This is an optimization exercise on Yosys and OpenROAD, whose aim is small area, not a production implementation. Function was checked by simulation only, so behaviour that the tests miss may differ from the original. No activity file was given, so power comes from the tool's default toggle rates.

===== flow/design.v =====
package pfgm_pkg;
	localparam int SAMPLE_W = 16;
	localparam int GAIN_W   = 17;
endpackage
module pcm_format_gain_mixer #(
	parameter int GAIN_FRAC_BITS = 16
) (
	input  logic                                 clk,
	input  logic                                 arst_n,
	input  logic                                 psel,
	input  logic                                 penable,
	input  logic                                 pwrite,
	input  logic [2:0]                           paddr,
	input  logic [31:0]                          pwdata,
	output logic [31:0]                          prdata,
	output logic                                 pready,
	input  logic                                 in_valid,
	output logic                                 in_stall,
	input  logic                                 active,
	input  logic [2:0]                           sample_format,
	input  logic [31:0]                          sample_word,
	input  logic [pfgm_pkg::GAIN_W-1:0]          source_gain,
	input  logic                                 last_source,
	output logic                                 out_valid,
	input  logic                                 out_stall,
	output logic signed [pfgm_pkg::SAMPLE_W-1:0] mixed_left,
	output logic signed [pfgm_pkg::SAMPLE_W-1:0] mixed_right,
	output logic                                 clipped
);
	localparam logic [1:0] PH_F = 2'd0;   
	localparam logic [1:0] PH_P = 2'd1;   
	localparam logic [1:0] PH_S = 2'd2;   
	logic [16:0] mg_q;
	logic        mg_set;
	logic [16:0] mg_eff;
	logic        wr_ok;
	assign pready = 1'b1;
	assign wr_ok  = psel & penable & pwrite & ~paddr[2] & (~pwdata[16] | ~(|pwdata[15:0]));
	assign mg_eff = mg_set ? mg_q : 17'h10000;
	assign prdata = {15'd0, paddr[2] ? 17'd0 : mg_eff};
	always_ff @(posedge clk) begin
		if (wr_ok) begin
			mg_q <= pwdata[16:0];
		end
	end
	always_ff @(posedge clk or negedge arst_n) begin
		if (!arst_n) begin
			mg_set <= 1'b0;
		end else if (wr_ok) begin
			mg_set <= 1'b1;
		end
	end
	logic [1:0]  ph;
	logic [1:0]  ch;
	logic [4:0]  i;
	logic [4:0]  j;
	logic [4:0]  c;
	logic signed [16:0] acc;
	logic        sticky;
	logic        cy;
	logic        fresh;
	logic        ov;
	logic        clip_q;
	logic [15:0] sum_l;
	logic [15:0] sum_r;
	logic        run;
	logic        cnt_end;
	logic        accept;
	logic        end_diag;
	logic        fin;
	assign run      = in_valid & ~ov;
	assign cnt_end  = (i == 5'd16);
	assign accept   = (ph == PH_F) & (ch == 2'd2) & cnt_end;
	assign in_stall = ~accept;
	assign end_diag = (j == 5'd0) | (i == 5'd16);
	assign fin      = (i == 5'd16) & (j == 5'd16);
	logic        silent;
	logic        sel_hi;
	logic [7:0]  byte_v;
	logic [15:0] smp;
	assign silent = ~active | sample_format[2];
	assign sel_hi = ch[0] & sample_format[0];
	assign byte_v = sel_hi ? sample_word[15:8] : sample_word[7:0];
	assign smp    = sample_format[1] ? (sel_hi ? sample_word[31:16] : sample_word[15:0])
	                                 : {{3{~byte_v[7]}}, byte_v[6:0], 6'd0};
	logic        pb;
	logic [4:0]  u;
	logic        tk;
	logic [15:0] term;
	logic signed [17:0] addv;
	logic [15:0] sum_c;
	logic        sb;
	logic        r;
	logic        c17;
	logic        r17;
	logic        top_in;
	logic        stream;
	logic        sat;
	assign pb     = (ph == PH_P) & ~silent & mg_eff[i] & source_gain[j];
	assign u      = c + {4'd0, pb};
	assign tk     = (ph == PH_P) & u[0];
	assign term   = tk ? smp : 16'd0;
	assign addv   = {acc[16], acc} + {term[15], term, 1'b0};
	assign sum_c  = ch[0] ? sum_r : sum_l;
	assign sb     = ~fresh & (i[4] ? sum_c[15] : sum_c[0]);
	assign r      = acc[0] ^ sb ^ cy;
	assign c17    = (acc[0] & sb) | (acc[0] & cy) | (sb & cy);
	assign r17    = acc[0] ^ sb ^ c17;
	assign top_in = (ph == PH_P) ? addv[17] : ((ph == PH_S) ? r : 1'b0);
	assign stream = cy ? ((i == 5'd15) ? sticky : ~sticky) : acc[0];
	assign sat    = ~((acc[16] == r) & (r == r17));
	always_ff @(posedge clk) begin
		if (~((ph == PH_P) & ~end_diag)) begin
			acc <= {top_in, addv[16:1]};
		end
	end
	always_ff @(posedge clk) begin
		if (ph == PH_P) begin
			c <= end_diag ? {1'b0, u[4:1]} : u;
		end else begin
			c <= 5'd0;
		end
	end
	always_ff @(posedge clk) begin
		case (ph)
			PH_P: begin
				if (fin) begin
					cy <= (sticky | acc[0]) & smp[15];
				end
				if (end_diag) begin
					sticky <= sticky | acc[0];
				end
			end
			PH_S: begin
				if (cnt_end) begin
					cy     <= sat;
					sticky <= r17;
				end else begin
					cy     <= c17;
				end
			end
			default: begin
				if (cnt_end) begin
					sticky <= 1'b0;
				end
			end
		endcase
	end
	logic en_l, en_r;
	assign en_l = ~i[4] & (((ph == PH_S) & (ch == 2'd0)) | ((ph == PH_F) & (ch == 2'd1)));
	assign en_r = ~i[4] & (((ph == PH_S) & (ch == 2'd1)) | ((ph == PH_F) & (ch == 2'd2)));
	always_ff @(posedge clk) begin
		if (en_l) begin
			sum_l <= {(ph == PH_F) ? stream : sum_l[0], sum_l[15:1]};
		end
		if (en_r) begin
			sum_r <= {(ph == PH_F) ? stream : sum_r[0], sum_r[15:1]};
		end
	end
	always_ff @(posedge clk) begin
		if ((ph == PH_S) & cnt_end) begin
			clip_q <= (clip_q & ~(fresh & (ch == 2'd0))) | sat;
		end
	end
	always_ff @(posedge clk or negedge arst_n) begin
		if (!arst_n) begin
			ph <= PH_F;
			ch <= 2'd0;
			i  <= 5'd0;
		end else begin
			case (ph)
				PH_P: begin
					if (fin) begin
						ph <= PH_S;
						i  <= 5'd0;
					end else if (end_diag) begin
						if (i == 5'd16) begin
							i <= j + 5'd1;
						end else begin
							i <= 5'd0;
						end
					end else begin
						i <= i + 5'd1;
					end
				end
				PH_S: begin
					if (cnt_end) begin
						ph <= PH_F;
						ch <= ch + 2'd1;
						i  <= 5'd0;
					end else begin
						i <= i + 5'd1;
					end
				end
				default: begin
					if (cnt_end) begin
						i <= 5'd0;
						if (ch == 2'd2) begin
							ch <= 2'd0;
						end else if ((ch != 2'd0) | run) begin
							ph <= PH_P;
						end
					end else begin
						i <= i + 5'd1;
					end
				end
			endcase
		end
	end
	always_ff @(posedge clk) begin
		if (ph == PH_P) begin
			if (end_diag) begin
				j <= (i == 5'd16) ? 5'd16 : i + 5'd1;
			end else begin
				j <= j - 5'd1;
			end
		end else begin
			j <= 5'd0;
		end
	end
	always_ff @(posedge clk or negedge arst_n) begin
		if (!arst_n) begin
			ov    <= 1'b0;
			fresh <= 1'b1;
		end else begin
			if (accept & in_valid) begin
				ov    <= last_source;
				fresh <= last_source;
			end else if (~out_stall) begin
				ov <= 1'b0;
			end
		end
	end
	assign out_valid   = ov;
	assign mixed_left  = sum_l;
	assign mixed_right = sum_r;
	assign clipped     = clip_q;
endmodule

===== flow/flow/run.sh =====
#!/bin/bash
# The standard layout with two changes:
#  - synthesis maps the logic with an area-oriented ABC script (flow/abc_map.script)
#    in place of ORFS's speed script; everything else in synthesis is unchanged;
#  - the port buffers are made of the smallest buffer cell.
set -euo pipefail
rm -rf scripts_abc
cp -r "$FLOW_HOME/scripts" scripts_abc
cp flow/abc_map.script scripts_abc/abc_speed.script
bash standard.sh "SCRIPTS_DIR=$PWD/scripts_abc" "BUFFER_PORTS_ARGS=-buffer_cell sky130_fd_sc_hd__buf_1" finish > make_finish.log 2>&1

===== flow/flow/abc_map.script =====
&get -n
&st
&dch
&nf -R 1000
&put

===== flow/standard.sh =====
#!/bin/bash
# synth_recipe.tcl (not shown) runs the flow's synth.tcl, then flattens the netlist and writes it again
# the make line also repeats each setting of config.mk as NAME=value (left out here)
make -C /OpenROAD-flow-scripts/flow DESIGN_CONFIG=/design/flow/config.mk WORK_HOME=/design/flow/orfs CLKGATE_MAP_FILE= SYNTH_SCRIPT=/design/flow/synth_recipe.tcl "${@:-finish}"

===== flow/config.mk =====
export PLATFORM = sky130hd
export DESIGN_NAME = pcm_format_gain_mixer
export DESIGN_NICKNAME = pcm_format_gain_mixer
export VERILOG_FILES = /design/flow/design.v
export SDC_FILE = /design/flow/constraint.sdc
export NUM_CORES = 4
export LEC_CHECK = 0
export CAP_MARGIN = 20
export CORE_MARGIN = 2
export CORE_UTILIZATION = 65
export CTS_BUF_LIST = sky130_fd_sc_hd__clkbuf_4 sky130_fd_sc_hd__clkbuf_8
export CTS_CLUSTER_DIAMETER = 100
export CTS_CLUSTER_SIZE = 30
export SLEW_MARGIN = 20

===== flow/constraint.sdc =====
create_clock -name core_clock -period 8.0 [get_ports {clk}]
set_input_delay 1.6000 -clock core_clock [delete_from_list [all_inputs] [get_ports {clk}]]
set_output_delay 1.6000 -clock core_clock [all_outputs]
set_load 0.01 [all_outputs]

==> summary.md, run 1 <==
| Metric | Value |
|---|---|
| RD Place Congestion | around 0.93 |
| Die height | slightly above 90 um |
| Unrepaired setup endpoints after global routing | false |
| Biggest area consumer among synthesized cells | edfxtp_1 |
| Via Count | roughly 4,200 |
| Via count of the first global-routing pass | ~4,000 |
| Number of buffers on the longest clock path | 2 |
| Nets@finish | approximately 750 |
| WL/cell | about 15 um |
| Synthesized netlist cell count | between 400 and 500 |
| Hold-fix buffer count after cts | 0 |
| Sinks on the clock net | just over 90 |
| Hold/Removal Path Class | flop to flop |
| Vias per cell | 5.77 |
| Global Route Usage Sum | 0.274 |
| Critical Setup Path Class | input pin to flop |
| Leftover overflow at the end of global routing | 0 |
| Register bit count reported by yosys | between 90 and 100 |
| Worst Path Max Fanout | 13 |
| Synth-to-Final Area Change | 15.3% |
| Max_slew headroom | 0.404 |
| Setup ws final | 2.18 ns |
| Layout cells sized above 1 | 0.0449 |
| Layout Utilization | 0.760 |
| Chip width | approximately 90 um |
| Arr. time, crit path | 5.93 ns |
| Pins over their slew limit | 0 |
| Cell chosen for the clock root | clkbuf_8 |
| Most frequent standard cell in the layout excluding fill and tap cells | buf_1 |
| Top Ports | ~160 |
| Share of Yosys cell area claimed by the top area cell type | 0.413 |
| DRT Pass-1 Iters | 4 |
| Final HPWL from detailed placement | slightly above 8 mm |
| ANT nets after route | 0 |
| Drt total wl | 11.0 mm |
| Kind of end point of the critical path | flop |
| Crit share post-route | 0.727 |
| DRC viols | 0 |
| Worst-margin pin slew | 0.893 ns |
| Setup tns final | 0 ns |
| Netlist area before placement | ~0.0050 sq mm |
| Number of enable flip-flop cells after synthesis | between 60 and 70 |
| Worst skew pair latency | about 0.36 ns |
| Required time worst endpoint | between 8 and 9 ns |
| Highest-count cells in the layout ignoring fill and taps | buf_1, edfxtp_1, nor2_1 |
| First DRT Iteration DRCs | roughly 230 |
| Type of element launching the critical path | input pin |
| Average size of a mapped cell | 10.5 sq um |
| Sequential fraction of the synthesis area | 0.513 |
| Number of buffers inserted by port buffering | 130 |
| Largest net degree at the start of global routing | 28 |
| Areal power density over the cells | about 160 mW/mm^2 |
| VDD IR max | 0.0960 mV |
| Post-layout total power | ~950 uW |
| Post-CTS Setup Repair Bufs | 0 |
| Most common flop cell mapped by yosys | edfxtp_1 |
| Number of max-cap violations | 0 |
| Shortest period the worst path allows | between 5 and 6 ns |
| Setup slack at placement | approximately 1.9 ns |
| Setup-failing EPs final | 0 |
| Synth Warn # | 1 |
| Share of async-settable or async-resettable flops after synthesis | 0.132 |
| Antenna violations before repair | 0 |
| TritonCTS clock tree | built |
| Number of cell rows | 32 |
| Initial Utilization | 0.659 |
| Clock tree skew after final layout | 0.0118 ns |
| First-pass GRT wire length | roughly 18 mm |
| H-tree lvl count | 3 |
| Area inside the core boundary | about 0.0076 sq mm |
| Outcome | finished clean |
| Maximum achievable frequency | approximately 170 MHz |
| Netlist cell types | 38 |
| Area enclosed by the die boundary | 0.00843 sq mm |
| Number of antenna repair diodes | 0 |
| Post-cts repair resize count | 0 |
| Number of buffers created by CTS | 9 |
| Biggest area contributors in the synthesized netlist | edfxtp_1, ha_1, dfrtp_1 |
| Clock transition time at the flip-flop clock pins of the worst setup and hold paths | approximately 0.1 ns |
| Final count of hold timing violations | 0 |
| Leakage power summed over all cells | approximately 0.0021 uW |
-- cell usage after synthesis (5+ instances only) --
| cell type | instances |
|---|---|
| and2_0 | 11 |
| o22ai_1 | 7 |
| ha_1 | 29 |
| o21a_1 | 5 |
| a31oi_1 | 8 |
| mux4_2 | 6 |
| a211oi_1 | 6 |
| nand2_1 | 48 |
| nand3_1 | 16 |
| nor4_1 | 6 |
| a21oi_1 | 49 |
| o32ai_1 | 8 |
| xnor2_1 | 12 |
| dfxtp_1 | 10 |
| xor2_1 | 13 |
| o21ai_0 | 27 |
| edfxtp_1 | 69 |
| nor2_1 | 61 |
| dfrtp_1 | 11 |
| buf_4 | 16 |
| clkinv_1 | 17 |
-- worst max-delay path, stage by stage --
cell and delay [ns]:
buf_1 0.07, mux4_2 0.22, o22ai_1 0.07, a2111oi_0 0.41
a31oi_1 0.12, nor4_1 0.47, ha_1 0.25, nand3_1 0.38
nor2_1 0.24, ha_1 0.22, fa_1 0.24, nand3_1 0.14
a21oi_1 0.17, nor2b_1 0.08, o31ai_1 0.39, a31oi_1 0.24
o31ai_1 0.37, xnor2_1 0.16, a21oi_1 0.09
-- path summary, 6_finish.rpt --
check	cells after the start	slack, ns	from	end
max in group asynchronous	1	6.29	arst_n	ph[1]
min in group asynchronous	1	1.26	arst_n	ov
min	0	0.45	sum_l[5]	sum_l[4]
max	19	2.18	source_gain[9]	acc[16]
min reg2reg	0	0.45	sum_l[5]	sum_l[4]
max reg2reg	18	2.56	mg_set	acc[16]
-- power by group --
part / switching, uW / internal, uW / leakage (uW)
clock network: 179 / 122 / 0.000101
registers: 10.1 / 522 / 0.000845
logic: 66.8 / 45.5 / 0.00119
-- metal layers --
metal  up-vias  share of wire  track usage  wire [um]
li1       2021              -            -          -
met1      1968           0.42        0.360       4640
met2       177           0.50        0.476       5500
met3        18          0.061       0.0435        666
met4         0          0.015       0.0734        170
met5         -              0            0          0
-- state kept, by name (all words and copies together), names as in the netlist, 2 cells and up --
signal and cells:
acc 17, j 5, mg_q 17, c 5
ch 2, ph 2, sum_l 16, sum_r 16
i 5
-- kinds of logic after synthesis --
kind of cell               synth area share
and+or+nand+nor                       0.145
buffers and inverters                0.0367
xor gates and xnor gates             0.0437
AOI/OAI and AO/OA                     0.149
other                               0.00150
adders and majority gates            0.0844
muxes                                0.0270
DFF                                   0.513
-- stage by stage --
| stage | cells | instance area [sq um] | hold WS, ns |
|---|---|---|---|
| floorplan | 491 | 5060 | 0.463 |
| global placement | 709 | 5580 | 0.432 |
| detailed placement | 709 | 5580 | 0.431 |
| CTS | 725 | 5780 | 0.454 |
| global route | 725 | 5780 | 0.473 |
| finish | 725 | 5780 | 0.454 |
-- cell type report --
class	instances	area, sq um
clock buffers	9	124
clock inverters	7	70.1
fillers	580	1830
inverters	17	63.8
multi-input cells	367	2320
flip-flops and latches	91	2570
well taps	102	128
repair buffers	132	503
==> run 2, diff against run 1 <==
==> flow/flow/run.sh (replaced) <==
#!/bin/bash
# The standard layout with three changes:
#  - synthesis maps the logic with an area-oriented ABC script (flow/abc_map.script)
#    in place of ORFS's speed script;
#  - adders are left to ABC instead of being mapped to half/full adder cells first
#    (ADDER_MAP_FILE empty); everything else in synthesis is unchanged;
#  - the port buffers are made of the smallest buffer cell.
set -euo pipefail
rm -rf scripts_abc
cp -r "$FLOW_HOME/scripts" scripts_abc
cp flow/abc_map.script scripts_abc/abc_speed.script
bash standard.sh "SCRIPTS_DIR=$PWD/scripts_abc" "ADDER_MAP_FILE=" "BUFFER_PORTS_ARGS=-buffer_cell sky130_fd_sc_hd__buf_1" finish > make_finish.log 2>&1
==> flow/flow/abc_map.script (replaced) <==
strash
dc2
dch -f
&get -n
&st
&dch
&nf -R 1000
&put
==> run 2 against run 1 <==
Compared with the run above: final cell count is 1.2% higher; global-route usage is 2.1 points lower; synthesized cell count is 2.1% higher; fmax is 12% lower; count of clock-buffer cells in the layout stayed put; final area is 4.7% lower; largest power group unchanged; die area is 5.6% lower.
==> summary.md, run 2 <==
| Metric | Value |
|---|---|
| Slowest stage cell, crit path | nor3b_1 |
| Setup tns final | 0 ns |
| RD Place Congestion | roughly 0.88 |
| Chip width | roughly 89 um |
| Hold/Removal Path Class | flop to flop |
| Area inside the core boundary | just over 0.007 sq mm |
| Share of Yosys cell area claimed by the top area cell type | 0.439 |
| Sinks on the clock net | 91 |
| Final design instance area without fill | 0.00551 sq mm |
| Global Route Usage Sum | 0.252 |
| First DRT Iteration DRCs | 240 |
| Number of max-cap violations | 0 |
| Netlist area before placement | about 0.0047 sq mm |
| Number of cell rows | 31 |
| Hold Path Origin | sum_r[13] |
| Type of element launching the critical path | input pin |
| Via Count | 4,151 |
| VDD IR max | about 0.17 mV |
| Leading cell types by count after synthesis | nand2_1, edfxtp_1, nor2_1 |
| Area enclosed by the die boundary | 0.00795 sq mm |
| Sequential fraction of the synthesis area | 0.546 |
| Hold-fix buffer count after cts | 0 |
| Largest net degree at the start of global routing | 25 |
| Synthesized netlist cell count | 487 |
| Arr. time, crit path | between 6 and 7 ns |
| Number of buffers inserted by port buffering | 130 |
| Clock transition time at the flip-flop clock pins of the worst setup and hold paths | approximately 0.11 ns |
| Area taken by multi-input logic gates | about 0.002 sq mm |
| Critical Setup Path Class | input pin to flop |
| Pins over their slew limit | 0 |
| Kind of end point of the critical path | flop |
| Areal power density over the cells | a little over 300 mW/mm^2 |
| Worst setup path startpoint | source_gain[7] |
| Unrepaired setup endpoints after global routing | false |
| Most congested layer reported by global routing | met2 |
| Synth Warn # | 1 |
| Post-Place Cell Area | about 0.0053 sq mm |
| ANT nets after route | 0 |
| Required time worst endpoint | between 8 and 9 ns |
| Setup-failing EPs final | 0 |
| Number of enable flip-flop cells after synthesis | 69 |
| First-pass GRT wire length | approximately 15 mm |
| Met1 GRT Util | 0.331 |
| Worst-margin pin slew | about 0.94 ns |
| Initial Utilization | 0.661 |
| Most used standard cell by instance count after synthesis | nand2_1 |
| Biggest registers after layout | acc x17, mg_q x17 |
| Maximum achievable frequency | about 150 MHz |
| Leakage power summed over all cells | between 0.0015 and 0.002 uW |
| Number of buffers on the longest clock path | 2 |
| Top Ports | between 150 and 200 |
| H-tree lvl count | 3 |
| Met3 global-route usage | 0.0480 |
| Most frequent standard cell in the layout excluding fill and tap cells | buf_1 |
| Final HPWL from detailed placement | 7.86 mm |
| Post-CTS Setup Repair Bufs | 0 |
| Worst skew pair latency | 0.37 ns |
| Drt total wl | approximately 10 mm |
| Number of antenna repair diodes | 0 |
| Fillers | a little over 500 |
| Max_slew headroom | 0.372 |
| Beginning of the worst register-to-register path | mg_set |
| GR met2 Demand/Resource | 0.424 |
| Nets@finish | roughly 730 |
| Average size of a mapped cell | around 9.7 sq um |
| Register cell area after layout | about 0.0026 sq mm |
| Synth-to-Final Area Change | 16.7% |
| Leftover overflow at the end of global routing | 0 |
| Die height | a little under 90 um |
| Share of async-settable or async-resettable flops after synthesis | 0.132 |
| Cell chosen for the clock root | clkbuf_8 |
| Delay contributed by the slowest stage of the critical path | slightly below 0.3 ns |
| Post-layout total power | 1680 uW |
| WL/cell | 14.0 um |
| TritonCTS clock tree | built |
| Most common flop cell mapped by yosys | edfxtp_1 |
| Vias per cell | 5.66 |
| Netlist cell types | 43 |
| Via count of the first global-routing pass | 3,525 |
| DRC viols | 0 |
| Antenna violations before repair | 0 |
| Outcome | finished clean |
| Crit share post-route | 0.827 |
| Clock tree skew after final layout | approximately 0.015 ns |
| DRT Pass-1 Iters | 5 |
| Final count of hold timing violations | 0 |
| Shortest period the worst path allows | 6.62 ns |
| Post-cts repair resize count | 0 |
| Biggest area consumer among synthesized cells | edfxtp_1 |
| Number of buffers created by CTS | 9 |
| Layout cells sized above 1 | 0.0362 |
| Register bit count reported by yosys | between 90 and 100 |
| Worst Path Max Fanout | 23 |
| Highest-count cells in the layout ignoring fill and taps | buf_1, nand2_1, edfxtp_1 |
| Biggest area contributors in the synthesized netlist | edfxtp_1, nand2_1, dfrtp_1 |
## run 2: cell types whose count changed after synthesis, moves of 6 or more
cell | previous run | this run
and2_0 | 11 | 5
nand2_1 | 48 | 75
xnor2_1 | 12 | 21
nand3_1 | 16 | 10
ha_1 | 29 | 0
nor2_1 | 61 | 67
a21oi_1 | 49 | 38
o21ai_0 | 27 | 37
o32ai_1 | 8 | 0
nand4_1 | 4 | 12
## run 2: report_power, final
group | internal, uW | switching, uW
sequential | 671 | 109
combinational | 217 | 364
clock | 129 | 192
total | 1020 | 666
## run 2: final timing paths
kind	slack [ns]	cells past startpoint	end
max	1.38	33	acc[16]
max in group asynchronous	6.41	1	ph[1]
max reg2reg	1.42	31	acc[16]
min reg2reg	0.46	0	sum_r[12]
min	0.46	0	sum_r[12]
min in group asynchronous	1.20	1	ch[1]
## run 2: area by class of cell
type | instances | share of cell area
clock buffers | 9 | 0.0225
clock inverters | 7 | 0.0161
inverters | 15 | 0.0102
multi-input cells | 379 | 0.367
flip-flops and latches | 91 | 0.467
well taps | 99 | 0.0225
repair buffers | 134 | 0.0941
## run 2: critical path: cells and delay by family
family / cells / cell delay (ns)
buffers and inverters: 3 / 0.42
adders and majority gates: 2 / 0.45
and+or+nand+nor: 13 / 1.82
AOI/OAI and AO/OA: 15 / 2.44
## run 2: logic make-up after synthesis
family	count (synthesis)	synth area share
buffers and inverters	31	0.0374
xor gates and xnor gates	32	0.0594
DFF	91	0.546
and+or+nand+nor	209	0.201
adders and majority gates	2	0.00424
other	2	0.00159
AOI/OAI and AO/OA	119	0.146
muxes	1	0.00477
## run 2: through the flow
stage	setup WS [ns]	std cells	util	hold slack (ns)
3_5_place_dp	1.00	718	0.742	0.432
5_1_grt	0.735	734	0.772	0.469
2_1_floorplan	1.34	501	-	0.468
4_1_cts	1.37	734	0.772	0.453
3_3_place_gp	1.22	717	0.740	0.430
6_report	1.38	734	0.772	0.456
## run 2: routing by layer
metal  vias up  share of wire
met5         -              0
met1      1926           0.42
met3        17          0.064
met4         0          0.017
met2       178           0.50
li1       2030              -
==> run 3, diff against run 2 <==
==> flow/flow/abc_map.script (replaced) <==
strash
dc2
dch -f
amap
&get -n
&st
&dch
&nf -R 1000
&put
strash
dc2
dch -f
amap
&get -n
&st
&dch
&nf -R 1000
&put
==> run 3 against run 2 <==
Compared with the run above: clock power down 4%; via count decreased by 3.0%; still clean on timing, DRC and antenna; global-route usage increased by 0.77 points; setup slack worse by 0.87 ns; die area fell by 0.48%; largest cell class unchanged; sequential power down 0.5%; count of clock-buffer cells in the layout is the same; non-clock buffer count up 3; area after synthesis fell by 0.50%; critical path depth shrank 2; critical endpoint unchanged; first-iteration DRC count down 13%.
==> summary.md, run 3 <==
| Metric | Value |
|---|---|
| Crit share post-route | 0.936 |
| Nets@finish | around 700 |
| Slowest stage cell, crit path | or3_1 |
| Top Ports | 164 |
| Setup-failing EPs final | 0 |
| Hold/Removal Path Class | flop to flop |
| Area inside the core boundary | between 0.006 and 0.007 sq mm |
| Drt total wl | just over 10 mm |
| Netlist cell types | 48 |
| Biggest area consumer among synthesized cells | edfxtp_1 |
| Worst skew pair latency | around 0.37 ns |
| Max_slew headroom | 0.332 |
| Worst Path Max Fanout | 4 |
| Hold Path Origin | sum_r[2] |
| Outcome | finished clean |
| Leading cell types by count after synthesis | edfxtp_1, nor2_1, nand2_1 |
| Number of cell rows | 30 |
| Largest net degree at the start of global routing | 25 |
| Pins over their slew limit | 0 |
| Clock tree skew after final layout | approximately 0.013 ns |
| Internal power of the cells | 1000 uW |
| Share of Yosys cell area claimed by the top area cell type | 0.441 |
| Leftover overflow at the end of global routing | 0 |
| Cell depth of the worst hold path | 0 |
| Final count of hold timing violations | 0 |
| TritonCTS clock tree | built |
| Kind of end point of the critical path | flop |
| Post-CTS Setup Repair Bufs | 0 |
| Shortest period the worst path allows | 7.49 ns |
| Number of antenna repair diodes | 0 |
| Average size of a mapped cell | between 10 and 15 sq um |
| Final HPWL from detailed placement | between 7 and 8 mm |
| Cell chosen for the clock root | clkbuf_8 |
| First-pass GRT wire length | 16.0 mm |
| Sinks on the clock net | 91 |
| Worst-margin pin slew | about 1 ns |
| Highest-count cells in the layout ignoring fill and taps | buf_1, edfxtp_1, nor2_1 |
| Min-Delay Endpoint | sum_r[1] |
| Layout Utilization | 0.796 |
| DRT Pass-1 Iters | 5 |
| Biggest registers after layout | acc x17, mg_q x17 |
| Number of max-cap violations | 0 |
| RD Place Congestion | 0.803 |
| Post-Place Cell Area | approximately 0.0053 sq mm |
| VDD IR max | between 0.2 and 0.3 mV |
| Type of element launching the critical path | input pin |
| Antenna violations before repair | 0 |
| Reg2reg end | acc[16] |
| Register-to-Register Path Depth | 30 |
| Post-layout total power | roughly 1600 uW |
| Clock transition time at the flip-flop clock pins of the worst setup and hold paths | roughly 0.09 ns |
| Die height | 89.0 um |
| WL/cell | between 10 and 15 um |
| Arr. time, crit path | roughly 7.6 ns |
| Vias per cell | roughly 5.7 |
| Areal power density over the cells | between 200 and 300 mW/mm^2 |
| Worst reg2reg setup slack | 0.82 ns |
| Maximum achievable frequency | ~130 MHz |
| Synth-to-Final Area Change | 17.2% |
| Number of enable flip-flop cells after synthesis | between 60 and 70 |
| Most used standard cell by instance count after synthesis | edfxtp_1 |
| Hold-fix buffer count after cts | 0 |
| Via Count | slightly above 4,000 |
| Via count of the first global-routing pass | ~3,700 |
| ANT nets after route | 0 |
| First DRT Iteration DRCs | approximately 210 |
| Required time worst endpoint | around 8.1 ns |
| Beginning of the worst register-to-register path | mg_set |
| Synth Warn # | 1 |
| Delay contributed by the slowest stage of the critical path | 0.43 ns |
| Synthesized netlist cell count | 457 |
| Initial Utilization | 0.680 |
| Most prevalent standard cell on the critical path | maj3_1 |
| Critical Setup Path Class | input pin to flop |
| Combinational fraction of design power | 0.334 |
| Most common flop cell mapped by yosys | edfxtp_1 |
| Switching Share | 0.384 |
| Global Route Usage Sum | 0.260 |
| Share of async-settable or async-resettable flops after synthesis | 0.132 |
| Register bit count reported by yosys | 91 |
| Final design instance area without fill | 0.00550 sq mm |
| Netlist area before placement | between 0.004 and 0.005 sq mm |
| Switching Power | 626 uW |
| Sequential fraction of the synthesis area | 0.548 |
| Fraction of power consumed by the clock network | 0.189 |
| Area enclosed by the die boundary | around 0.008 sq mm |
| Chip width | about 89 um |
| Most frequent standard cell in the layout excluding fill and tap cells | buf_1 |
| Number of buffers inserted by port buffering | between 100 and 150 |
| Number of buffers on the longest clock path | 2 |
| Biggest area contributors in the synthesized netlist | edfxtp_1, dfrtp_1, nor2_1 |
| H-tree lvl count | 3 |
| Number of buffers created by CTS | 9 |
| Layout cells sized above 1 | 0.0543 |
| Reg power frac | 0.477 |
| Leakage power summed over all cells | 0.00191 uW |
| Post-cts repair resize count | 0 |
| DRC viols | 0 |
==> run 3: how the worst max path moves through the flow <==
stage               slack (ns)           start  cells past startpoint      end
global route            -0.006  source_gain[8]                     31  acc[16]
global placement          0.32  source_gain[8]                     31  acc[16]
finish                    0.51  source_gain[8]                     31  acc[16]
detailed placement        0.10  source_gain[8]                     31  acc[16]
floorplan                 0.13  source_gain[8]                     30  acc[15]
CTS                       0.42  source_gain[8]                     31  acc[16]
==> run 3: cells by family after synthesis <==
logic type	count (synthesis)	share of synthesized area
compound gates	111	0.144
xor+xnor	26	0.0485
fa+ha+maj	6	0.0128
buf+inv	30	0.0368
flops	91	0.548
mux	6	0.0261
other cells	2	0.00160
simple gates	185	0.182
==> run 3: critical path, delay by kind of cell <==
family	cells	cell delay [ns]
buffers and inverters	4	0.33
xor gates and xnor gates	1	0.16
AOI/OAI and AO/OA	13	2.44
adders and majority gates	6	1.79
and+or+nand+nor	7	1.21
==> run 3: per-layer routing <==
layer / part of all wire / up-vias / track usage
li1: - / 1951 / -
met1: 0.43 / 1864 / 0.343
met2: 0.48 / 192 / 0.437
met3: 0.076 / 20 / 0.0563
met4: 0.013 / 0 / 0.0773
met5: 0 / - / 0
==> run 3: cell type report <==
| class | instances | area [sq um] |
|---|---|---|
| flip-flops and latches | 91 | 2570 |
| well taps | 96 | 120 |
| repair buffers | 137 | 541 |
| multi-input cells | 350 | 2010 |
| inverters | 14 | 52.6 |
| fillers | 470 | 1410 |
| clock buffers | 9 | 124 |
| clock inverters | 7 | 75.1 |
==> run 3: per-stage QoR <==
step,setup slack (ns),TNS [ns],hold slack [ns],instances
2_1_floorplan,0.132,0,0.460,471
3_3_place_gp,0.315,0,0.430,688
3_5_place_dp,0.101,0,0.432,688
4_1_cts,0.423,0,0.455,704
5_1_grt,-0.00602,-0.00602,0.464,704
6_report,0.512,0,0.455,704
==> run 3: power groups by stage <==
stage,registers (uW),logic [uW],clock network (uW)
final,777,543,307
after global routing,792,605,329
after CTS,774,537,310
after detailed placement,784,531,0
after global placement,776,516,0
after floorplan,765,389,0
==> run 4, diff against run 3 <==
--- a/flow/flow/run.sh
+++ b/flow/flow/run.sh
@@ -6,7 +6,8 @@
 #    (ADDER_MAP_FILE empty); everything else in synthesis is unchanged;
 #  - the port buffers are made of the smallest buffer cell.
+#  - one tie cell drives all constant outputs (SKIP_REPAIR_TIE_FANOUT).
 set -euo pipefail
 rm -rf scripts_abc
 cp -r "$FLOW_HOME/scripts" scripts_abc
 cp flow/abc_map.script scripts_abc/abc_speed.script
-bash standard.sh "SCRIPTS_DIR=$PWD/scripts_abc" "ADDER_MAP_FILE=" "BUFFER_PORTS_ARGS=-buffer_cell sky130_fd_sc_hd__buf_1" finish > make_finish.log 2>&1
+bash standard.sh "SCRIPTS_DIR=$PWD/scripts_abc" "ADDER_MAP_FILE=" "BUFFER_PORTS_ARGS=-buffer_cell sky130_fd_sc_hd__buf_1" "SKIP_REPAIR_TIE_FANOUT=1" finish > make_finish.log 2>&1
==> flow/flow/abc_map.script (replaced) <==
strash
dc2
dch -f
&get -n
&st
&dch
&nf -R 1000
&put
--- a/flow/config.mk
+++ b/flow/config.mk
@@ -6,5 +6,5 @@
 export NUM_CORES = 4
 export LEC_CHECK = 0
-export CAP_MARGIN = 20
+export CAP_MARGIN = 5
 export CORE_MARGIN = 2
 export CORE_UTILIZATION = 65
@@ -12,3 +12,3 @@
 export CTS_CLUSTER_DIAMETER = 100
 export CTS_CLUSTER_SIZE = 30
-export SLEW_MARGIN = 20
+export SLEW_MARGIN = 5
==> run 4 against run 3 <==
Compared with the run above: worst hold slack improved by 0.0059 ns; flip-flop and latch count did not move; sequential power rose by 0.8%; still clean; global-route usage fell by 0.15 points; combinational power rose by 5.7%; clock skew barely moved; synthesized cell count rose by 6.6%; fmax rose by 10%; non-clock buffer count fell by 4; final cell count rose by 2.1%; largest power group unchanged; largest cell class unchanged.
==> summary.md, run 4 <==
| Metric | Value |
|---|---|
| Reg2reg end | acc[16] |
| Leakage power summed over all cells | 0.00186 uW |
| DRT Pass-1 Iters | 4 |
| Number of antenna repair diodes | 0 |
| Crit share post-route | 0.847 |
| Highest-count cells in the layout ignoring fill and taps | buf_1, nand2_1, edfxtp_1 |
| Chip width | 89.2 um |
| Leftover overflow at the end of global routing | 0 |
| Required time worst endpoint | 8.12 ns |
| Post-cts repair resize count | 0 |
| Hold/Removal Path Class | flop to flop |
| Dominant combinational cell family by area after synthesis | simple AND/OR/NAND/NOR gates |
| Layout cells sized above 1 | 0.0339 |
| Most frequent standard cell in the layout excluding fill and tap cells | buf_1 |
| Worst skew pair latency | about 0.37 ns |
| First DRT Iteration DRCs | 241 |
| Number of max-cap violations | 0 |
| Area share of fa/ha/maj cells after synthesis | 0.00424 |
| Sinks on the clock net | 91 |
| DRC viols | 0 |
| Switching Power | approximately 660 uW |
| Multiplexer area fraction after synthesis | 0.00477 |
| Initial Utilization | 0.661 |
| Fraction of synthesized cell area in xor and xnor cells | 0.0594 |
| Number of buffers inserted by port buffering | 130 |
| Min-Delay Endpoint | sum_r[5] |
| Final HPWL from detailed placement | 7.72 mm |
| Kind of end point of the critical path | flop |
| Worst-margin pin slew | 1.19 ns |
| Critical path buffer and inverter count | 2 |
| Biggest area contributors in the synthesized netlist | edfxtp_1, nand2_1, dfrtp_1 |
| Area enclosed by the die boundary | 0.00795 sq mm |
| ANT nets after route | 0 |
| Setup-failing EPs final | 0 |
| Post-CTS Setup Repair Bufs | 0 |
| Critical Setup Path Class | flop to flop |
| Outcome | finished clean |
| Reg power frac | 0.470 |
| Number of buffers created by CTS | 9 |
| Worst reg2reg setup slack | about 1.2 ns |
| Unrepaired setup endpoints after global routing | false |
| WL/cell | approximately 14 um |
| Layout Utilization | 0.761 |
| Number of cell rows | 31 |
| Internal power of the cells | about 1000 uW |
| Biggest area consumer among synthesized cells | edfxtp_1 |
| Areal power density over the cells | 307 mW/mm^2 |
| First-pass GRT wire length | about 16 mm |
| Via count of the first global-routing pass | 3,610 |
| Synth-to-Final Area Change | 15.1% |
| Synthesized netlist cell count | 487 |
| Pins over their slew limit | 0 |
| Top Ports | approximately 160 |
| Beginning of the worst register-to-register path | mg_set |
| Basic-gate share of the synthesized area counting and, or, nand and nor cells | 0.201 |
| H-tree lvl count | 3 |
| Most prevalent standard cell on the critical path | nand2_1 |
| VDD IR max | about 0.15 mV |
| Max_slew headroom | 0.202 |
| Cell family contributing the most delay on the critical path | compound AO/OA/AOI/OAI gates |
| Die height | ~89 um |
| Number of enable flip-flop cells after synthesis | 69 |
| Synth Area in Compound Gates | 0.146 |
| Most used standard cell by instance count after synthesis | nand2_1 |
| Nets@finish | slightly above 700 |
| Type of element launching the critical path | flop |
| Drt total wl | roughly 10 mm |
| Setup tns final | 0 ns |
| Via Count | roughly 4,000 |
| Share of async-settable or async-resettable flops after synthesis | 0.132 |
| Largest net degree at the start of global routing | 25 |
| Combinational fraction of design power | 0.344 |
| Hold-fix buffer count after cts | 0 |
| Antenna violations before repair | 0 |
| Delay contributed by the slowest stage of the critical path | roughly 0.77 ns |
| Number of buffers on the longest clock path | 2 |
| Slowest stage cell, crit path | dfrtp_1 |
| Netlist area before placement | ~0.0047 sq mm |
| Average size of a mapped cell | about 9.7 sq um |
| Hold Path Origin | sum_r[6] |
| Fraction of power consumed by the clock network | 0.186 |
| Cell depth of the worst hold path | 0 |
| Vias per cell | about 5.7 |
| Synth Warn # | 1 |
| Share of Yosys cell area claimed by the top area cell type | 0.439 |
| Shortest period the worst path allows | between 6 and 7 ns |
| Switching Share | 0.393 |
| Area inside the core boundary | between 0.007 and 0.008 sq mm |
| TritonCTS clock tree | built |
| Arr. time, crit path | about 6.9 ns |
| Worst Path Max Fanout | 23 |
| Worst setup path startpoint | mg_set |
| Netlist cell types | 43 |
| Cell chosen for the clock root | clkbuf_8 |
| RD Place Congestion | approximately 0.85 |
| Final count of hold timing violations | 0 |
| Register bit count reported by yosys | 91 |
| Most common flop cell mapped by yosys | edfxtp_1 |
| Clock tree skew after final layout | 0.0135 ns |
| Register-to-Register Path Depth | 31 |
| Biggest registers after layout | acc x17, mg_q x17 |
| Maximum achievable frequency | approximately 150 MHz |
| Sequential fraction of the synthesis area | 0.546 |
| Global Route Usage Sum | 0.258 |
| Clock transition time at the flip-flop clock pins of the worst setup and hold paths | approximately 0.10 ns |
| Leading cell types by count after synthesis | nand2_1, edfxtp_1, nor2_1 |
[run 4: layout make-up]
cell class | count | area, sq um
Timing Repair Buffer | 133 | 510
Tap cell | 99 | 124
Fill cell | 538 | 1710
Inverter | 15 | 56.3
Multi-Input combinational cell | 365 | 1970
Clock buffer | 9 | 124
Sequential cell | 91 | 2570
Clock inverter | 7 | 76.3
[run 4: per-layer routing]
layer,up-vias,wire (um),track usage
met5,-,0,0
met3,17,468,0.0397
met1,1970,4520,0.343
met4,0,171,0.0991
met2,119,5090,0.431
li1,2004,-,-
[run 4: kinds of logic after synthesis]
family | Yosys count
xor+xnor | 32
flops | 91
other cells | 2
buf+inv | 31
simple gates | 209
fa+ha+maj | 2
compound gates | 119
mux | 1
[run 4: worst max-delay path by stage]
stage / to / slack [ns] / cells past startpoint
2_1_floorplan: acc[16] / 1.34 / 31
3_3_place_gp: acc[16] / 1.15 / 33
3_5_place_dp: acc[16] / 0.96 / 33
4_1_cts: acc[16] / 1.22 / 31
5_1_grt: acc[16] / 0.54 / 31
6_report: acc[16] / 1.22 / 31
[run 4: metrics by stage]
| stage | power, uW | cells | cell area [sq um] | hold WS [ns] | setup WS (ns) |
|---|---|---|---|---|---|
| final | 1670 | 719 | 5430 | 0.461 | 1.22 |
| after global routing | 1780 | 719 | 5430 | 0.471 | 0.540 |
| after CTS | 1670 | 719 | 5430 | 0.467 | 1.22 |
| after detailed placement | 1350 | 703 | 5230 | 0.442 | 0.959 |
| after global placement | 1330 | 703 | 5230 | 0.434 | 1.15 |
| after floorplan | 1190 | 487 | 4720 | 0.468 | 1.34 |
[run 4: power by group through the flow]
stage / Sequential [uW] / Combinational [uW] / Clock (uW)
after global placement: 783 / 547 / 0
after floorplan: 772 / 418 / 0
after detailed placement: 791 / 564 / 0
final: 783 / 574 / 310
after CTS: 782 / 575 / 313
after global routing: 801 / 647 / 333
==> run 5, diff against run 4 <==
--- a/flow/config.mk
+++ b/flow/config.mk
@@ -12,3 +12,4 @@
 export CTS_CLUSTER_DIAMETER = 100
 export CTS_CLUSTER_SIZE = 30
+export GPL_TIMING_DRIVEN = 0
 export SLEW_MARGIN = 5
==> run 5 against run 4 <==
Compared with the run above: final area is 1.9% higher; area after synthesis stayed put; synthesized cell count stayed put; setup slack worse by 0.41 ns; highest routed layer unchanged; die area stayed put; global-route usage is 0.48 points higher; worst hold slack better by 0.0027 ns; still clean on timing, DRC and antenna; register-to-register slack worse by 0.41 ns; largest power group unchanged; flip-flop and latch count stayed put; sequential power hardly changed; final cell count is 1.8% higher; combinational power is 2% higher.
==> summary.md, run 5 <==
| Metric | Value |
|---|---|
| Average size of a mapped cell | around 9.7 sq um |
| Share of async-settable or async-resettable flops after synthesis | 0.132 |
| First DRT Iteration DRCs | ~240 |
| Required time worst endpoint | about 8 ns |
| Pins over their slew limit | 0 |
| Register bit count reported by yosys | 91 |
| Number of max-cap violations | 0 |
| Area enclosed by the die boundary | just under 0.008 sq mm |
| Arr. time, crit path | ~7.3 ns |
| Synthesized netlist cell count | roughly 490 |
| Most frequent standard cell in the layout excluding fill and tap cells | buf_1 |
| VDD IR max | 0.148 mV |
| Antenna violations before repair | 0 |
| Drt total wl | around 11 mm |
| Clock tree skew after final layout | roughly 0.015 ns |
| Worst-margin pin slew | between 1 and 1.5 ns |
| Slowest stage cell, crit path | dfrtp_1 |
| Chip width | slightly below 90 um |
| Nets@finish | ~720 |
| Critical path buffer and inverter count | 1 |
| Top Ports | about 160 |
| Register-to-Register Path Depth | 30 |
| Sequential fraction of the synthesis area | 0.546 |
| Sinks on the clock net | 91 |
| First-pass GRT wire length | 16.1 mm |
| Final count of hold timing violations | 0 |
| Cell chosen for the clock root | clkbuf_8 |
| H-tree lvl count | 3 |
| DRC viols | 0 |
| Unrepaired setup endpoints after global routing | false |
| RD Place Congestion | 0.866 |
| Crit share post-route | 0.899 |
| Areal power density over the cells | 303 mW/mm^2 |
| Placed cells | ~720 |
| Kind of end point of the critical path | flop |
| Synth-to-Final Area Change | 17.3% |
| Via count of the first global-routing pass | 3,724 |
| Final HPWL from detailed placement | around 7.9 mm |
| Global Route Usage Sum | 0.263 |
| Post-CTS Setup Repair Bufs | 0 |
| TritonCTS clock tree | built |
| Share of Yosys cell area claimed by the top area cell type | 0.439 |
| Delay contributed by the slowest stage of the critical path | around 0.77 ns |
| Worst Path Max Fanout | 23 |
| Hold-fix buffer count after cts | 0 |
| Dominant combinational cell family by area after synthesis | simple AND/OR/NAND/NOR gates |
| Number of cell rows | 31 |
| Critical Setup Path Class | flop to flop |
| Maximum achievable frequency | about 140 MHz |
| Fraction of synthesized cell area in xor and xnor cells | 0.0594 |
| Shortest period the worst path allows | approximately 7 ns |
| Most common flop cell mapped by yosys | edfxtp_1 |
| Clock transition time at the flip-flop clock pins of the worst setup and hold paths | around 0.1 ns |
| Max_slew headroom | 0.206 |
| Biggest registers after layout | acc x17, mg_q x17 |
| Leakage power summed over all cells | 0.00193 uW |
| WL/cell | 14.5 um |
| Path length in cells of the critical path | 30 |
| Number of antenna repair diodes | 0 |
| Netlist area before placement | between 0.004 and 0.005 sq mm |
| Leftover overflow at the end of global routing | 0 |
| Number of buffers created by CTS | 9 |
| Number of buffers inserted by port buffering | 130 |
| Layout cells sized above 1 | 0.0585 |
| ANT nets after route | 0 |
| Most used standard cell by instance count after synthesis | nand2_1 |
| Setup slack at placement | approximately 0.15 ns |
| Biggest area consumer among synthesized cells | edfxtp_1 |
| DRT Pass-1 Iters | 7 |
| Hold/Removal Path Class | flop to flop |
| Setup tns final | 0 ns |
| Multiplexer area fraction after synthesis | 0.00477 |
| Die height | between 80 and 90 um |
| Most prevalent standard cell on the critical path | nand2_1 |
| Basic-gate share of the synthesized area counting and, or, nand and nor cells | 0.201 |
| Highest-count cells in the layout ignoring fill and taps | buf_1, nand2_1, edfxtp_1 |
| Number of buffers on the longest clock path | 2 |
| Outcome | finished clean |
| Worst skew pair latency | 0.37 ns |
| Cell depth of the worst hold path | 0 |
| Type of element launching the critical path | flop |
| Vias per cell | between 5 and 6 |
| Initial Utilization | 0.661 |
| Leading cell types by count after synthesis | nand2_1, edfxtp_1, nor2_1 |
| Cell family contributing the most delay on the critical path | compound AO/OA/AOI/OAI gates |
| Biggest area contributors in the synthesized netlist | edfxtp_1, nand2_1, dfrtp_1 |
| Netlist cell types | 43 |
| Area share of fa/ha/maj cells after synthesis | 0.00424 |
| Number of enable flip-flop cells after synthesis | around 70 |
| Via Count | between 4,000 and 5,000 |
| Synth Warn # | 1 |
| Largest net degree at the start of global routing | 25 |
| Final cell count without fillers | 732 |
| Post-cts repair resize count | 0 |
| Setup ws final | 0.810 ns |
| Setup-failing EPs final | 0 |
| Area inside the core boundary | between 0.007 and 0.008 sq mm |
| Synth Area in Compound Gates | 0.146 |
[run 5: cell counts after synthesis]
Identical to the previous run, type by type.
[run 5: cells by family after synthesis]
family / after synthesis
adder cells (fa/ha/maj): 2
buffers and inverters: 31
other: 2
AND/OR/NAND/NOR: 209
AO/OA/AOI/OAI: 119
flip-flops: 91
XOR/XNOR: 32
multiplexers: 1
[run 5: path summary, 6_finish.rpt]
| path | start | slack [ns] | end |
|---|---|---|---|
| max in group asynchronous | arst_n | 6.32 | i[3] |
| worst min-delay path | sum_r[10] | 0.46 | sum_r[9] |
| worst max-delay path | mg_set | 0.81 | acc[16] |
| min in group asynchronous | arst_n | 1.24 | mg_set |
| worst max register to register | mg_set | 0.81 | acc[16] |
| worst min register to register | sum_r[10] | 0.46 | sum_r[9] |
[run 5: routing by layer]
metal  track usage  share of wire  vias up  routed length, um
met2         0.440           0.49      172               5210
met5             0              0        -                  0
met3        0.0637          0.068       16                725
met1         0.339           0.43     1949               4550
met4        0.0855          0.014        0                153
li1              -              -     2042                  -
[run 5: worst register-to-register path, delay by kind of cell (launching register included)]
kind                       cells  cell delay, ns
and+or+nand+nor               12            2.77
buffers and inverters          1            0.10
AOI/OAI and AO/OA             15            2.86
DFF                            1            0.77
adders and majority gates      2            0.45
[run 5: stage by stage]
step / hold WS, ns / instance area, sq um / util / total power, uW
floorplan: 0.468 / 4720 / - / 1190
global placement: 0.433 / 5330 / 0.747 / 1330
detailed placement: 0.439 / 5330 / 0.747 / 1360
CTS: 0.465 / 5530 / 0.775 / 1670
global route: 0.479 / 5540 / 0.776 / 1790
finish: 0.463 / 5540 / 0.776 / 1680
[run 5: final cells by class]
type	count	area, sq um
clock buffers	9	124
clock inverters	7	73.8
repair buffers	130	488
multi-input cells	365	1980
well taps	99	124
plain buffers	16	120
fillers	511	1600
flip-flops and latches	91	2570
inverters	15	56.3
[run 5: report_power, final]
group          internal [uW]  total, uW  switching, uW
logic                    218        583            365
clock network            124        311            187
registers                672        783            110
total                   1010       1680            662
==> run 6, diff against run 5 <==
==> flow/flow/run.sh (replaced) <==
#!/bin/bash
# The standard layout with these changes:
#  - synthesis maps the logic with an area-oriented ABC script (flow/abc_map.script)
#    in place of ORFS's speed script;
#  - adders are left to ABC instead of being mapped to half/full adder cells first
#    (ADDER_MAP_FILE empty); everything else in synthesis is unchanged;
#  - the port buffers are made of the smallest buffer cell.
#  - one tie cell drives all constant outputs (SKIP_REPAIR_TIE_FANOUT);
#  - clock tree synthesis adds no dummy loads to balance the tree.
set -euo pipefail
rm -rf scripts_abc
cp -r "$FLOW_HOME/scripts" scripts_abc
cp flow/abc_map.script scripts_abc/abc_speed.script
bash standard.sh "SCRIPTS_DIR=$PWD/scripts_abc" "ADDER_MAP_FILE=" "BUFFER_PORTS_ARGS=-buffer_cell sky130_fd_sc_hd__buf_1" "SKIP_REPAIR_TIE_FANOUT=1" "CTS_ARGS=-sink_clustering_enable -repair_clock_nets -sink_clustering_size 30 -sink_clustering_max_diameter 100 -buf_list {sky130_fd_sc_hd__clkbuf_4 sky130_fd_sc_hd__clkbuf_8} -dont_use_dummy_load" finish > make_finish.log 2>&1
--- a/flow/config.mk
+++ b/flow/config.mk
@@ -12,4 +12,3 @@
 export CTS_CLUSTER_DIAMETER = 100
 export CTS_CLUSTER_SIZE = 30
-export GPL_TIMING_DRIVEN = 0
 export SLEW_MARGIN = 5
==> run 6 against run 5 <==
Compared with the run above: routed wire length shrank 4.1%; worst hold slack lost 0.015 ns; largest cell class unchanged; setup slack gained 0.34 ns; still clean.
==> summary.md, run 6 <==
| Metric | Value |
|---|---|
| Leakage power summed over all cells | around 0.0018 uW |
| Final Hold Slack | between 0.4 and 0.5 ns |
| Leftover overflow at the end of global routing | 0 |
| Setup ws final | between 1 and 1.5 ns |
| Worst skew pair latency | 0.37 ns |
| Sequential fraction of the synthesis area | 0.546 |
| Cell chosen for the clock root | clkbuf_8 |
| Maximum achievable frequency | 146 MHz |
| Setup-failing EPs final | 0 |
| Setup tns final | 0 ns |
| WL/cell | roughly 14 um |
| ANT nets after route | 0 |
| Biggest area consumer among synthesized cells | edfxtp_1 |
| Netlist area before placement | between 0.004 and 0.005 sq mm |
| TritonCTS clock tree | built |
| Chip width | 89.2 um |
| Post-CTS Setup Repair Bufs | 0 |
| Most common flop cell mapped by yosys | edfxtp_1 |
| Hold-fix buffer count after cts | 0 |
| Pins over their slew limit | 0 |
| Synthesized netlist cell count | 487 |
| Via Count | 4,092 |
| Share of async-settable or async-resettable flops after synthesis | 0.132 |
| Area inside the core boundary | a little over 0.007 sq mm |
| Critical Setup Path Class | flop to flop |
| Max_slew headroom | 0.204 |
| Required time worst endpoint | 8.10 ns |
| Worst setup path startpoint | mg_set |
| Die height | between 80 and 90 um |
| Top Ports | around 160 |
| Share of Yosys cell area claimed by the top area cell type | 0.439 |
| Sinks on the clock net | 91 |
| DRC viols | 0 |
| Areal power density over the cells | 298 mW/mm^2 |
| Nets@finish | 711 |
| Final count of hold timing violations | 0 |
| Leading cell types by count after synthesis | nand2_1, edfxtp_1, nor2_1 |
| Placed cells | about 700 |
| Drt total wl | between 10 and 15 mm |
| Unrepaired setup endpoints after global routing | false |
| Via count of the first global-routing pass | 3,540 |
| Most frequent standard cell in the layout excluding fill and tap cells | buf_1 |
| First-pass GRT wire length | 15.7 mm |
| Global Route Usage Sum | 0.256 |
| Arr. time, crit path | between 6 and 7 ns |
| Clock transition time at the flip-flop clock pins of the worst setup and hold paths | roughly 0.10 ns |
| Largest net degree at the start of global routing | 25 |
| Netlist cell types | 43 |
| Kind of end point of the critical path | flop |
| Beginning of the worst register-to-register path | mg_set |
| Vias per cell | between 5 and 6 |
| Hold/Removal Path Class | flop to flop |
| Highest-count cells in the layout ignoring fill and taps | buf_1, nand2_1, edfxtp_1 |
| Worst-margin pin slew | between 1 and 1.5 ns |
| Biggest area contributors in the synthesized netlist | edfxtp_1, nand2_1, dfrtp_1 |
| Number of cell rows | 31 |
| Number of max-cap violations | 0 |
| VDD IR max | 0.166 mV |
| Delay contributed by the slowest stage of the critical path | around 0.76 ns |
| Register bit count reported by yosys | a little over 90 |
| Clock tree skew after final layout | approximately 0.039 ns |
| Synth-to-Final Area Change | 13.5% |
| Outcome | finished clean |
| Most prevalent standard cell on the critical path | nand2_1 |
| Shortest period the worst path allows | around 6.8 ns |
| Most used standard cell by instance count after synthesis | nand2_1 |
| Initial Utilization | 0.661 |
| Cell family contributing the most delay on the critical path | compound AO/OA/AOI/OAI gates |
| Worst Path Max Fanout | 23 |
| Area enclosed by the die boundary | approximately 0.0080 sq mm |
| Critical path buffer and inverter count | 2 |
| Layout cells sized above 1 | 0.0228 |
| Number of antenna repair diodes | 0 |
| First DRT Iteration DRCs | ~190 |
| Number of buffers on the longest clock path | 2 |
| Average size of a mapped cell | between 9 and 10 sq um |
| Final HPWL from detailed placement | approximately 7.7 mm |
| Post-cts repair resize count | 0 |
| H-tree lvl count | 3 |
| Number of enable flip-flop cells after synthesis | 69 |
| DRT Pass-1 Iters | 7 |
| RD Place Congestion | around 0.85 |
| Post-layout total power | 1600 uW |
| Setup slack at placement | about 0.96 ns |
| Crit share post-route | 0.856 |
| Synth Warn # | 1 |
| Number of buffers inserted by port buffering | 130 |
| Number of buffers created by CTS | 9 |
| Type of element launching the critical path | flop |
| Final cell count without fillers | 712 |
| Hold Path Origin | sum_r[2] |
| Biggest registers after layout | acc x17, mg_q x17 |
| Antenna violations before repair | 0 |
| Slowest stage cell, crit path | dfrtp_1 |
run 6: final cells by class:
cell class | instances | area [sq um]
flip-flops and latches | 91 | 2570
multi-input cells | 365 | 1970
fillers | 557 | 1780
repair buffers | 133 | 510
clock buffers | 9 | 124
well taps | 99 | 124
inverters | 15 | 56.3
run 6: kinds of logic (layout without fill, tap and decap cells):
logic type / after synthesis / count (layout) / synth area share
compound gates: 119 / 119 / 0.146
other cells: 2 / 2 / 0.00159
mux: 1 / 1 / 0.00477
buf+inv: 31 / 157 / 0.0374
fa+ha+maj: 2 / 2 / 0.00424
simple gates: 209 / 209 / 0.201
flops: 91 / 91 / 0.546
xor+xnor: 32 / 32 / 0.0594
run 6: stage by stage:
stage / util / cell area (sq um)
final: 0.750 / 5360
after global routing: 0.750 / 5360
after CTS: 0.750 / 5360
after detailed placement: 0.733 / 5230
after global placement: 0.733 / 5230
after floorplan: - / 4720
run 6: final timing paths:
kind                             to  cells after the start  slack (ns)
setup / recovery            acc[16]                     31        1.15
hold / removal             sum_r[1]                      0        0.45
setup reg to reg            acc[16]                     31        1.15
hold reg to reg            sum_r[1]                      0        0.45
max in group asynchronous      i[4]                      1        6.28
min in group asynchronous    mg_set                      1        1.24
run 6: power by group:
part	internal [uW]	total, uW	switching (uW)
combinational	214	574	360
clock	101	238	137
sequential	673	783	110
total	988	1600	607
run 6: layer usage:
| metal | vias up | track usage | share of wire | wire length, um |
|---|---|---|---|---|
| met5 | - | 0 | 0 | 0 |
| met4 | 0 | 0.0909 | 0.015 | 155 |
| met3 | 15 | 0.0397 | 0.050 | 510 |
| met2 | 122 | 0.430 | 0.50 | 5060 |
| met1 | 1956 | 0.340 | 0.44 | 4480 |
| li1 | 1999 | - | - | - |
run 6: worst register-to-register path, delay by kind of cell (launching register included):
family | cells | cell delay, ns
flip-flops | 1 | 0.76
buffers and inverters | 2 | 0.35
AO/OA/AOI/OAI | 15 | 2.87
AND/OR/NAND/NOR | 12 | 2.15
adder cells (fa/ha/maj) | 2 | 0.45
==> run 7, diff against run 6 <==
==> flow/flow/abc_map.script (replaced) <==
strash
dc2
dc2
dch -f
&get -n
&st
&dch
&nf -R 1000
&put
==> run 7 against run 6 <==
Compared with the run above: non-clock buffer count increased by 2; still clean on timing, DRC and antenna; critical path type is now input pin to flop; highest routed layer unchanged; synthesized cell count decreased by 3.3%; setup slack got worse by 0.28 ns; largest cell class unchanged.
==> summary.md, run 7 <==
| Metric | Value |
|---|---|
| Pins over their slew limit | 0 |
| Share of async-settable or async-resettable flops after synthesis | 0.132 |
| Largest net degree at the start of global routing | 25 |
| Number of antenna repair diodes | 0 |
| Via Count | about 4,000 |
| Register bit count reported by yosys | 91 |
| Most frequent standard cell in the layout excluding fill and tap cells | buf_1 |
| Post-cts repair resize count | 0 |
| Number of max-cap violations | 0 |
| Antenna violations before repair | 0 |
| First-pass GRT wire length | around 16 mm |
| Netlist area before placement | between 0.004 and 0.005 sq mm |
| Hold-fix buffer count after cts | 0 |
| Outcome | finished clean |
| Drt total wl | roughly 11 mm |
| Area taken by multi-input logic gates | roughly 0.0020 sq mm |
| ANT nets after route | 0 |
| VDD IR max | roughly 0.2 mV |
| RD Place Congestion | 0.838 |
| Hold Path Origin | sum_l[12] |
| Area inside the core boundary | 0.00691 sq mm |
| Number of enable flip-flop cells after synthesis | between 60 and 70 |
| Initial Utilization | 0.679 |
| Post-CTS Setup Repair Bufs | 0 |
| Average size of a mapped cell | 9.96 sq um |
| Synth-to-Final Area Change | 14.0% |
| Delay contributed by the slowest stage of the critical path | between 0.4 and 0.5 ns |
| Number of buffers inserted by port buffering | 130 |
| Min-Delay Endpoint | sum_l[11] |
| Maximum achievable frequency | around 140 MHz |
| Unrepaired setup endpoints after global routing | false |
| WL/cell | approximately 15 um |
| Nets@finish | ~700 |
| Critical Setup Path Class | input pin to flop |
| Most common flop cell mapped by yosys | edfxtp_1 |
| H-tree lvl count | 3 |
| Sequential fraction of the synthesis area | 0.549 |
| Fillers | ~540 |
| Type of element launching the critical path | input pin |
| Post-layout total power | approximately 1600 uW |
| Final count of hold timing violations | 0 |
| Most used standard cell by instance count after synthesis | edfxtp_1 |
| Hold/Removal Path Class | flop to flop |
| Netlist cell types | 47 |
| Register-to-Register Path Depth | 29 |
| Worst-margin pin slew | about 1 ns |
| Arr. time, crit path | 7.22 ns |
| Chip width | 89.0 um |
| Leftover overflow at the end of global routing | 0 |
| Shortest period the worst path allows | just over 7 ns |
| Worst skew pair latency | between 0.3 and 0.4 ns |
| Via count of the first global-routing pass | 3,631 |
| Crit share post-route | 0.890 |
| DRT Pass-1 Iters | 5 |
| Beginning of the worst register-to-register path | mg_set |
| DRC viols | 0 |
| Kind of end point of the critical path | flop |
| Number of buffers created by CTS | 9 |
| Reg2reg end | acc[16] |
| Number of buffers on the longest clock path | 2 |
| Slowest stage cell, crit path | maj3_1 |
| First DRT Iteration DRCs | 229 |
| Register cell area after layout | approximately 0.0026 sq mm |
| Setup tns final | 0 ns |
| TritonCTS clock tree | built |
| Clock tree skew after final layout | between 0.02 and 0.03 ns |
| Area enclosed by the die boundary | ~0.008 sq mm |
| Worst Path Max Fanout | 6 |
| Biggest registers after layout | acc x17, mg_q x17 |
| Global Route Usage Sum | 0.269 |
| Leading cell types by count after synthesis | edfxtp_1, nor2_1, nand2_1 |
| Layout Utilization | 0.774 |
| Final HPWL from detailed placement | ~7.9 mm |
| Leakage power summed over all cells | about 0.0018 uW |
| Sinks on the clock net | 91 |
| Biggest area consumer among synthesized cells | edfxtp_1 |
| Setup-failing EPs final | 0 |
| Areal power density over the cells | about 300 mW/mm^2 |
| Max_slew headroom | 0.320 |
| Cell chosen for the clock root | clkbuf_8 |
| Worst reg2reg setup slack | between 1 and 1.5 ns |
| Highest-count cells in the layout ignoring fill and taps | buf_1, edfxtp_1, nor2_1 |
| Die height | 89.0 um |
| Cell depth of the worst hold path | 0 |
| Top Ports | between 150 and 200 |
| Required time worst endpoint | 8.09 ns |
| Biggest area contributors in the synthesized netlist | edfxtp_1, dfrtp_1, nor2_1 |
| Number of cell rows | 30 |
| Layout cells sized above 1 | 0.0301 |
| Vias per cell | ~5.8 |
| Clock transition time at the flip-flop clock pins of the worst setup and hold paths | approximately 0.1 ns |
| Share of Yosys cell area claimed by the top area cell type | 0.442 |
| Synth Warn # | 1 |
| Synthesized netlist cell count | about 470 |
run 7: cell types whose count changed after synthesis, sizes merged, moves of 4 or more:
cell,change
a21oi,-7
a31oi,-4
nand2,-14
nand3,+4
nand4,-5
run 7: how the worst max path moves through the flow:
stage                         from      end  slack (ns)  cells after the start
finish              source_gain[8]  acc[16]        0.88                     29
global route        source_gain[0]  acc[16]        0.38                     32
CTS                 source_gain[0]  acc[16]        0.93                     32
detailed placement  source_gain[8]  acc[16]        0.60                     29
global placement    source_gain[0]  acc[16]        0.81                     32
floorplan           source_gain[0]  acc[16]        0.86                     31
run 7: metrics by stage:
| stage | area, sq um | worst slack [ns] | std cells | hold slack [ns] |
|---|---|---|---|---|
| after floorplan | 4690 | 0.865 | 471 | 0.468 |
| after global placement | 5220 | 0.813 | 686 | 0.431 |
| after detailed placement | 5220 | 0.598 | 686 | 0.433 |
| after CTS | 5350 | 0.926 | 695 | 0.428 |
| after global routing | 5350 | 0.376 | 695 | 0.437 |
| final | 5350 | 0.877 | 695 | 0.430 |
run 7: final cells by class:
cell class,instances,share of cell area
clock buffers,9,0.0232
inverters,13,0.00912
multi-input cells,351,0.366
flip-flops and latches,91,0.481
well taps,96,0.0225
repair buffers,135,0.0983
run 7: kinds of logic (layout without fill, tap and decap cells):
kind of cell,after synthesis,count (layout),share of synthesized area
flip-flops,91,91,0.549
AND/OR/NAND/NOR,197,197,0.193
other,2,2,0.00160
XOR/XNOR,31,31,0.0579
buffers and inverters,29,157,0.0360
multiplexers,1,1,0.00480
adder cells (fa/ha/maj),4,4,0.00854
AO/OA/AOI/OAI,116,116,0.150
run 7: where the power goes:
part,switching (uW),internal (uW)
clock,139,101
combinational,348,210
sequential,110,671
run 7: critical path, delay by kind of cell:
kind | cells | cell delay, ns
adder cells (fa/ha/maj) | 4 | 1.26
AND/OR/NAND/NOR | 10 | 1.74
buffers and inverters | 1 | 0.07
XOR/XNOR | 1 | 0.13
AO/OA/AOI/OAI | 13 | 2.40
run 7: layer usage:
layer | track usage | part of all wire | up-vias
met5 | 0 | 0 | -
li1 | - | - | 1966
met2 | 0.449 | 0.51 | 148
met1 | 0.363 | 0.43 | 1918
met3 | 0.0563 | 0.050 | 14
met4 | 0.0733 | 0.012 | 0

## re-timing with driven ports
The flow's constraints put no driver on any port. The routed layouts listed below were extracted and timed again, unchanged, in two steps. Step 1 sets driving cells, clkbuf_16 on the clock port and buf_2 on the other inputs (assumed; they add their load-dependent delay and slew). Step 2, shift: input delay + t, output delay - t, t = (earliest + latest rising clock arrival at the registers) / 2. This alone moves slack from input paths to output paths. a / b / c = ideal / step 1 / step 2; a / b = the first two.
| run | t (ns) | setup WS [ns] | worst setup path at the end | clock arrival spread, ns | worst slew at a driven data input, ns |
|---|---|---|---|---|---|
| run 1 | 0.387 | 2.182 / 2.194 / 1.807 | input to register | 0.011 / 0.012 | 0.04 |
| run 2 | 0.394 | 1.380 / 1.388 / 0.994 | input to register | 0.015 / 0.015 | 0.04 |
| run 3 | 0.390 | 0.512 / 0.516 / 0.126 | input to register | 0.014 / 0.013 | 0.04 |
| run 4 | 0.399 | 1.223 / 1.223 / 0.968 | input to register | 0.013 / 0.013 | 0.03 |
| run 5 | 0.399 | 0.810 / 0.810 / 0.453 | input to register | 0.015 / 0.015 | 0.04 |
| run 6 | 0.383 | 1.152 / 1.152 / 0.958 | input to register | 0.039 / 0.040 | 0.04 |
| run 7 | 0.378 | 0.877 / 0.879 / 0.502 | input to register | 0.035 / 0.035 | 0.04 |
After both steps every run listed still meets setup and hold.
